From an optimization exercise on the open Yosys and OpenROAD flow, aimed at small area and a short achievable clock period; shortcuts taken in it are not production practice.
Function was checked by simulation only, so behaviour that the tests miss may differ from the original.
No activity file was given, so power comes from the tool's default toggle rates.

Setup of main:
==> flow/design.v <==
package bpred_pkg;
    localparam int MAX_TAG_BITS = 8;
    localparam int MAX_CTR_BITS = 2;
    localparam int MAX_XLEN     = 32;
    typedef logic [MAX_CTR_BITS-1:0] ctr_t;
    typedef struct packed {
        logic                    valid;
        logic [MAX_TAG_BITS-1:0] tag;
        logic [MAX_XLEN-1:0]     target;
        ctr_t                    ctr;
    } btb_entry_t;
    typedef enum logic [1:0] {
        CTR_INC      = 2'd0,
        CTR_DEC      = 2'd1,
        CTR_SET_MAX  = 2'd2,
        CTR_SET_WEAK = 2'd3
    } ctr_op_e;
    function automatic logic [MAX_CTR_BITS-1:0] ctr_max(input int bits);
        ctr_max = (1 << bits) - 1;
    endfunction
    function automatic logic [MAX_CTR_BITS-1:0] ctr_weak_t(input int bits);
        ctr_weak_t = 1 << (bits - 1);
    endfunction
    function automatic logic [MAX_CTR_BITS-1:0] ctr_weak_nt(input int bits);
        ctr_weak_nt = (1 << (bits - 1)) - 1;
    endfunction
    function automatic logic [MAX_CTR_BITS-1:0] ctr_sat(input logic [MAX_CTR_BITS-1:0] ctr,
                                                         input logic inc, input int bits);
        if (inc) begin
            ctr_sat = (ctr == ctr_max(bits)) ? ctr : ctr + 1'b1;
        end else begin
            ctr_sat = (ctr == '0) ? ctr : ctr - 1'b1;
        end
    endfunction
    function automatic logic [7:0] pc_index(input logic [MAX_XLEN-1:0] pc, input int idx_bits);
        logic [MAX_XLEN-1:0] masked;
        masked   = (pc >> 2) & ((64'd1 << idx_bits) - 64'd1);
        pc_index = masked[7:0];
    endfunction
    function automatic logic [MAX_TAG_BITS-1:0] pc_tag(input logic [MAX_XLEN-1:0] pc,
                                                       input int idx_bits,
                                                       input int tag_bits);
        logic [MAX_XLEN-1:0]     shifted;
        logic [MAX_TAG_BITS-1:0] one;
        shifted = pc >> (idx_bits + 2);
        one     = 1;
        pc_tag  = shifted[MAX_TAG_BITS-1:0] & ((one << tag_bits) - one);
    endfunction
endpackage
module bpred_sat_ctr (
    input  logic q,
    input  logic hold,
    input  logic d_new,
    input  logic load,
    output logic d
);
    assign d = (q & hold) | (d_new & load);
endmodule
module bpred_aor8 (
    input  logic [7:0] sel,
    input  logic [7:0] dat,
    output logic       y
);
    assign y = ~(|(sel & dat));
endmodule
module bpred_nand4 (
    input  logic a, b, c, d,
    output logic y
);
    assign y = ~(a & b & c & d);
endmodule
module bpred_or8 (
    input  logic [7:0] a,
    output logic       y
);
    assign y = ~(|a);
endmodule
module bpred_or32 (
    input  logic [31:0] a,
    output logic        y
);
    logic [3:0] g;
    for (genvar k = 0; k < 4; k++) begin : g_g
        bpred_or8 u_g (.a(a[8*k+7:8*k]), .y(g[k]));
    end
    bpred_nand4 u_y (.a(g[0]), .b(g[1]), .c(g[2]), .d(g[3]), .y(y));
endmodule
module bpred_ne4 (
    input  logic [3:0] a,
    input  logic [3:0] b,
    output logic       y
);
    assign y = (a != b);
endmodule
module bpred_nor3 (
    input  logic a, b, c,
    output logic y
);
    assign y = ~(a | b | c);
endmodule
module bpred_nor2 (
    input  logic a, b,
    output logic y
);
    assign y = ~(a | b);
endmodule
module bpred_nand2 (
    input  logic a, b,
    output logic y
);
    assign y = ~(a & b);
endmodule
module bpred_aor32 (
    input  logic [31:0] sel,
    input  logic [31:0] dat,
    output logic        y
);
    logic [3:0] g;
    for (genvar k = 0; k < 4; k++) begin : g_g
        bpred_aor8 u_g (.sel(sel[8*k+7:8*k]), .dat(dat[8*k+7:8*k]), .y(g[k]));
    end
    bpred_nand4 u_y (.a(g[0]), .b(g[1]), .c(g[2]), .d(g[3]), .y(y));
endmodule
module bpred_btb
#(
    parameter int ENTRIES  = 32,
    parameter int TAG_BITS = 8,
    parameter int CTR_BITS = 2,
    parameter int XLEN     = 32
) (
    input  logic            clk,
    input  logic            reset,
    input  logic [XLEN-1:0] lookup_pc,
    output logic            pred_hit,
    output logic            pred_taken,
    output logic [XLEN-1:0] pred_target,
    input  logic            upd_valid,
    input  logic [XLEN-1:0] upd_pc,
    input  logic            upd_taken,
    input  logic            upd_is_jump,
    input  logic [XLEN-1:0] upd_target,
    input  logic            upd_pred_taken,
    input  logic [XLEN-1:0] upd_pred_target,
    input  logic            flush_all,
    output logic [31:0]     perf_updates,
    output logic [31:0]     perf_mispredicts
);
    localparam int IDX_BITS = $clog2(ENTRIES);
    logic [ENTRIES-1:0]                valid_q;
    logic [ENTRIES-1:0][TAG_BITS-1:0]  tag_q;
    logic [ENTRIES-1:0][XLEN-1:0]      tgt_q;
    logic [ENTRIES-1:0][CTR_BITS-1:0]  ctr_q;
    logic [IDX_BITS-1:0] lk_idx, upd_idx;
    logic [TAG_BITS-1:0] lk_tag, upd_tag;
    logic                upd_hit;
    logic [CTR_BITS-1:0] upd_ctr, ctr_next;
    logic                ctr_we, data_we;
    assign lk_idx  = lookup_pc[IDX_BITS+1:2];
    assign lk_tag  = lookup_pc[IDX_BITS+2+TAG_BITS-1:IDX_BITS+2];
    assign upd_idx = upd_pc[IDX_BITS+1:2];
    assign upd_tag = upd_pc[IDX_BITS+2+TAG_BITS-1:IDX_BITS+2];
    logic [ENTRIES-1:0] lk_dec, upd_dec, wr_ctr, wr_data;
    logic [TAG_BITS-1:0] upd_tag_rd;
    logic                upd_valid_rd;
    always_comb begin
        for (int i = 0; i < ENTRIES; i++) begin
            lk_dec[i]  = (lk_idx == i);
            upd_dec[i] = (upd_idx == i);
        end
    end
    logic [ENTRIES-1:0] dv_n, ne_lo, ne_hi;
    logic [3:0][ENTRIES-1:0] lk_selq;
    logic [ENTRIES-1:0] lk_msb;
    logic [XLEN-1:0][ENTRIES-1:0] tgt_col;
    for (genvar i = 0; i < ENTRIES; i++) begin : g_lk
        assign dv_n[i] = ~(lk_dec[i] & valid_q[i]);
        bpred_ne4  u_lo  (.a(tag_q[i][3:0]), .b(lk_tag[3:0]), .y(ne_lo[i]));
        bpred_ne4  u_hi  (.a(tag_q[i][7:4]), .b(lk_tag[7:4]), .y(ne_hi[i]));
        for (genvar c = 0; c < 4; c++) begin : g_selq
            bpred_nor3 u_sel (.a(ne_lo[i]), .b(ne_hi[i]), .c(dv_n[i]), .y(lk_selq[c][i]));
        end
        assign lk_msb[i] = ctr_q[i][CTR_BITS-1];
    end
    for (genvar b = 0; b < XLEN; b++) begin : g_tgt_rd
        for (genvar i = 0; i < ENTRIES; i++) begin : g_col
            assign tgt_col[b][i] = tgt_q[i][b];
        end
        bpred_aor32 u_rd (.sel(lk_selq[b/8]), .dat(tgt_col[b]), .y(pred_target[b]));
    end
    bpred_or32  u_hit   (.a(lk_selq[0]), .y(pred_hit));
    bpred_aor32 u_taken (.sel(lk_selq[3]), .dat(lk_msb), .y(pred_taken));
    always_comb begin
        upd_tag_rd   = '0;
        upd_valid_rd = 1'b0;
        upd_ctr      = '0;
        for (int i = 0; i < ENTRIES; i++) begin
            upd_tag_rd   = upd_tag_rd | (tag_q[i] & {TAG_BITS{upd_dec[i]}});
            upd_valid_rd = upd_valid_rd | (valid_q[i] & upd_dec[i]);
            upd_ctr      = upd_ctr | (ctr_q[i] & {CTR_BITS{upd_dec[i]}});
        end
        upd_hit = upd_valid_rd && (upd_tag_rd == upd_tag);
        if (upd_is_jump)
            ctr_next = {CTR_BITS{1'b1}};
        else if (!upd_hit)
            ctr_next = {1'b1, {(CTR_BITS-1){1'b0}}};
        else if (upd_taken)
            ctr_next = (upd_ctr == {CTR_BITS{1'b1}}) ? upd_ctr : upd_ctr + 1'b1;
        else
            ctr_next = (upd_ctr == '0) ? upd_ctr : upd_ctr - 1'b1;
        ctr_we  = upd_valid && (upd_hit || upd_taken);
        data_we = upd_valid && (upd_taken || (upd_is_jump && upd_hit));
        wr_ctr  = upd_dec & {ENTRIES{ctr_we}};
        wr_data = upd_dec & {ENTRIES{data_we}};
    end
    always_ff @(posedge clk or posedge reset) begin
        if (reset) begin
            valid_q <= '0;
        end else if (flush_all) begin
            valid_q <= '0;
        end else if (upd_valid && upd_taken) begin
            valid_q[upd_idx] <= 1'b1;
        end
    end
    logic [ENTRIES-1:0][TAG_BITS-1:0]  tag_d;
    logic [ENTRIES-1:0][XLEN-1:0]      tgt_d;
    logic [ENTRIES-1:0][CTR_BITS-1:0]  ctr_d;
    logic [ENTRIES-1:0]                hold_ctr, hold_data;
    assign hold_ctr  = ~wr_ctr;
    assign hold_data = ~wr_data;
    for (genvar i = 0; i < ENTRIES; i++) begin : g_ent
        for (genvar b = 0; b < CTR_BITS; b++) begin : g_ctr
            bpred_sat_ctr u_hold (.q(ctr_q[i][b]), .hold(hold_ctr[i]), .d_new(ctr_next[b]),
                                  .load(wr_ctr[i]), .d(ctr_d[i][b]));
        end
        for (genvar b = 0; b < TAG_BITS; b++) begin : g_tag
            bpred_sat_ctr u_hold (.q(tag_q[i][b]), .hold(hold_data[i]), .d_new(upd_tag[b]),
                                  .load(wr_data[i]), .d(tag_d[i][b]));
        end
        for (genvar b = 0; b < XLEN; b++) begin : g_tgt
            bpred_sat_ctr u_hold (.q(tgt_q[i][b]), .hold(hold_data[i]), .d_new(upd_target[b]),
                                  .load(wr_data[i]), .d(tgt_d[i][b]));
        end
    end
    always_ff @(posedge clk) begin
        ctr_q <= ctr_d;
        tag_q <= tag_d;
        tgt_q <= tgt_d;
    end
    always_ff @(posedge clk or posedge reset) begin
        if (reset) begin
            perf_updates     <= '0;
            perf_mispredicts <= '0;
        end else begin
            if (upd_valid)
                perf_updates <= perf_updates + 32'd1;
            if (upd_valid && ((upd_taken != upd_pred_taken) ||
                              (upd_taken && (upd_target != upd_pred_target))))
                perf_mispredicts <= perf_mispredicts + 32'd1;
        end
    end
endmodule
export LEC_CHECK = 0
export CAP_MARGIN = 10
export CORE_MARGIN = 2
export CORE_UTILIZATION = 50
export SETUP_SLACK_MARGIN = 2.0
export SLEW_MARGIN = 10
export SYNTH_HIERARCHICAL = 1
export SYNTH_MINIMUM_KEEP_SIZE = 0
export TNS_END_PERCENT = 5
create_clock -name core_clock -period 6.5 [get_ports {clk}]
standard.sh (not shown) runs the stock make flow with config.mk's settings and CLKGATE_MAP_FILE= SYNTH_SCRIPT=/design/flow/synth_recipe.tcl, a recipe that flattens the netlist after the stock synthesis.
==> flow/flow/run.sh <==
#!/bin/bash
# Layout flow: the standard ORFS flow (standard.sh) with two changes:
#  - the port buffers that buffer_ports inserts are plain buffers (buf_2), which the
#    timing repair then sizes, instead of the platform's default delay-cell pick;
#  - clock tree synthesis clusters more sinks per leaf buffer and adds no dummy
#    balancing loads, so the clock tree takes less area.
set -euo pipefail
export BUFFER_PORTS_ARGS="-buffer_cell sky130_fd_sc_hd__buf_2"
export CTS_ARGS="-sink_clustering_enable -repair_clock_nets -sink_clustering_size 12 -sink_clustering_max_diameter 50 -buf_list {sky130_fd_sc_hd__clkbuf_4 sky130_fd_sc_hd__clkbuf_8} -dont_use_dummy_load"
bash standard.sh > standard_flow.log 2>&1
For the feature branch, these inputs were changed with respect to main:
--- a/flow/design.v
+++ b/flow/design.v
@@ -58,35 +58,32 @@
 endmodule
 module bpred_aor8 (
     input  logic [7:0] sel,
     input  logic [7:0] dat,
     output logic       y
 );
-    assign y = ~(|(sel & dat));
-endmodule
-module bpred_nand4 (
-    input  logic a, b, c, d,
-    output logic y
-);
-    assign y = ~(a & b & c & d);
+    assign y = |(sel & dat);
 endmodule
 module bpred_or8 (
     input  logic [7:0] a,
     output logic       y
 );
-    assign y = ~(|a);
+    assign y = |a;
 endmodule
 module bpred_or32 (
     input  logic [31:0] a,
     output logic        y
 );
     logic [3:0] g;
+    logic [1:0] h;
     for (genvar k = 0; k < 4; k++) begin : g_g
         bpred_or8 u_g (.a(a[8*k+7:8*k]), .y(g[k]));
     end
-    bpred_nand4 u_y (.a(g[0]), .b(g[1]), .c(g[2]), .d(g[3]), .y(y));
+    bpred_nor2  u_h0 (.a(g[0]), .b(g[1]), .y(h[0]));
+    bpred_nor2  u_h1 (.a(g[2]), .b(g[3]), .y(h[1]));
+    bpred_nand2 u_y  (.a(h[0]), .b(h[1]), .y(y));
 endmodule
 module bpred_ne4 (
     input  logic [3:0] a,
     input  logic [3:0] b,
     output logic       y
 );
@@ -113,16 +110,19 @@
 module bpred_aor32 (
     input  logic [31:0] sel,
     input  logic [31:0] dat,
     output logic        y
 );
     logic [3:0] g;
+    logic [1:0] h;
     for (genvar k = 0; k < 4; k++) begin : g_g
         bpred_aor8 u_g (.sel(sel[8*k+7:8*k]), .dat(dat[8*k+7:8*k]), .y(g[k]));
     end
-    bpred_nand4 u_y (.a(g[0]), .b(g[1]), .c(g[2]), .d(g[3]), .y(y));
+    bpred_nor2  u_h0 (.a(g[0]), .b(g[1]), .y(h[0]));
+    bpred_nor2  u_h1 (.a(g[2]), .b(g[3]), .y(h[1]));
+    bpred_nand2 u_y  (.a(h[0]), .b(h[1]), .y(y));
 endmodule
 module bpred_btb
 #(
     parameter int ENTRIES  = 32,
     parameter int TAG_BITS = 8,
     parameter int CTR_BITS = 2,
@@ -156,42 +156,40 @@
     logic [CTR_BITS-1:0] upd_ctr, ctr_next;
     logic                ctr_we, data_we;
     assign lk_idx  = lookup_pc[IDX_BITS+1:2];
     assign lk_tag  = lookup_pc[IDX_BITS+2+TAG_BITS-1:IDX_BITS+2];
     assign upd_idx = upd_pc[IDX_BITS+1:2];
     assign upd_tag = upd_pc[IDX_BITS+2+TAG_BITS-1:IDX_BITS+2];
-    logic [ENTRIES-1:0] lk_dec, upd_dec, wr_ctr, wr_data;
+    logic [ENTRIES-1:0] lk_dec, upd_dec, lk_sel, wr_ctr, wr_data;
     logic [TAG_BITS-1:0] upd_tag_rd;
     logic                upd_valid_rd;
     always_comb begin
         for (int i = 0; i < ENTRIES; i++) begin
             lk_dec[i]  = (lk_idx == i);
             upd_dec[i] = (upd_idx == i);
         end
     end
-    logic [ENTRIES-1:0] dv_n, ne_lo, ne_hi;
-    logic [3:0][ENTRIES-1:0] lk_selq;
+    logic [ENTRIES-1:0] dv_n, ne_lo, ne_hi, lk_sel2;
     logic [ENTRIES-1:0] lk_msb;
     logic [XLEN-1:0][ENTRIES-1:0] tgt_col;
     for (genvar i = 0; i < ENTRIES; i++) begin : g_lk
         assign dv_n[i] = ~(lk_dec[i] & valid_q[i]);
         bpred_ne4  u_lo  (.a(tag_q[i][3:0]), .b(lk_tag[3:0]), .y(ne_lo[i]));
         bpred_ne4  u_hi  (.a(tag_q[i][7:4]), .b(lk_tag[7:4]), .y(ne_hi[i]));
-        for (genvar c = 0; c < 4; c++) begin : g_selq
-            bpred_nor3 u_sel (.a(ne_lo[i]), .b(ne_hi[i]), .c(dv_n[i]), .y(lk_selq[c][i]));
-        end
+        bpred_nor3 u_sel  (.a(ne_lo[i]), .b(ne_hi[i]), .c(dv_n[i]), .y(lk_sel[i]));
+        bpred_nor3 u_sel2 (.a(ne_lo[i]), .b(ne_hi[i]), .c(dv_n[i]), .y(lk_sel2[i]));
         assign lk_msb[i] = ctr_q[i][CTR_BITS-1];
     end
     for (genvar b = 0; b < XLEN; b++) begin : g_tgt_rd
         for (genvar i = 0; i < ENTRIES; i++) begin : g_col
             assign tgt_col[b][i] = tgt_q[i][b];
         end
-        bpred_aor32 u_rd (.sel(lk_selq[b/8]), .dat(tgt_col[b]), .y(pred_target[b]));
-    end
-    bpred_or32  u_hit   (.a(lk_selq[0]), .y(pred_hit));
-    bpred_aor32 u_taken (.sel(lk_selq[3]), .dat(lk_msb), .y(pred_taken));
+        bpred_aor32 u_rd (.sel(b < XLEN/2 ? lk_sel : lk_sel2), .dat(tgt_col[b]), .y(pred_target[b]));
+    end
+    bpred_or32  u_hit   (.a(lk_sel), .y(pred_hit));
+    bpred_aor32 u_taken (.sel(lk_sel2), .dat(lk_msb), .y(pred_taken));
     always_comb begin
         upd_tag_rd   = '0;
         upd_valid_rd = 1'b0;
         upd_ctr      = '0;
         for (int i = 0; i < ENTRIES; i++) begin
             upd_tag_rd   = upd_tag_rd | (tag_q[i] & {TAG_BITS{upd_dec[i]}});
[summary]
Between main and the feature branch, the flow reports net switching power figure decreasing slightly.
Both conditions hold for the feature branch: the flow ran to the end and the final layout passed the timing, design-rule and antenna checks.
From main to the feature branch the numbers moved as follows: maximum frequency shows a reduction of 0.0025 GHz, final non-filler cell area went down by 2400 sq um.
main ended up with more cell instances than the feature branch did.
A capture point of the worst path of pred_target[21] is what main shows, while pred_target[15] belongs to the feature branch.
Taking main as the reference, in the feature branch number of diodes now sits lower, part of the power in the clock network now sits higher.

static timing again, ports no longer ideal:
No port has a modelled driver above. Below, the same layouts with a new extraction and two added sets of constraints.
Step 1 (the two cells are an assumption about what drives the block):
set clk [get_ports {clk}]
set_driving_cell -lib_cell sky130_fd_sc_hd__clkbuf_16 $clk
set_driving_cell -lib_cell sky130_fd_sc_hd__buf_2 [delete_from_list [all_inputs] $clk]
Step 2 adds t to the input delays and takes it off the output delays; t is the mean of the earliest and latest rising clock arrival at the registers after step 1. Input paths then give back, and output paths get back, about the clock's delay inside the block.
a / b / c = no drivers / after step 1 / after step 2; a / b = the first two.
run	t (ns)	slack for setup (ns)	worst setup path at the end	clock arrival spread, ns	worst slew at a driven data input, ns
main	0.983	1.666 / 1.597 / 0.717	input to register	0.091 / 0.091	0.20
the feature branch	0.964	1.606 / 1.520 / 0.846	input to register	0.103 / 0.102	0.20
After both steps setup and hold are still met in every run listed. For main, which loses most, drivers alone change the setup slack by -0.069 ns; drivers and shift together by -0.949 ns.
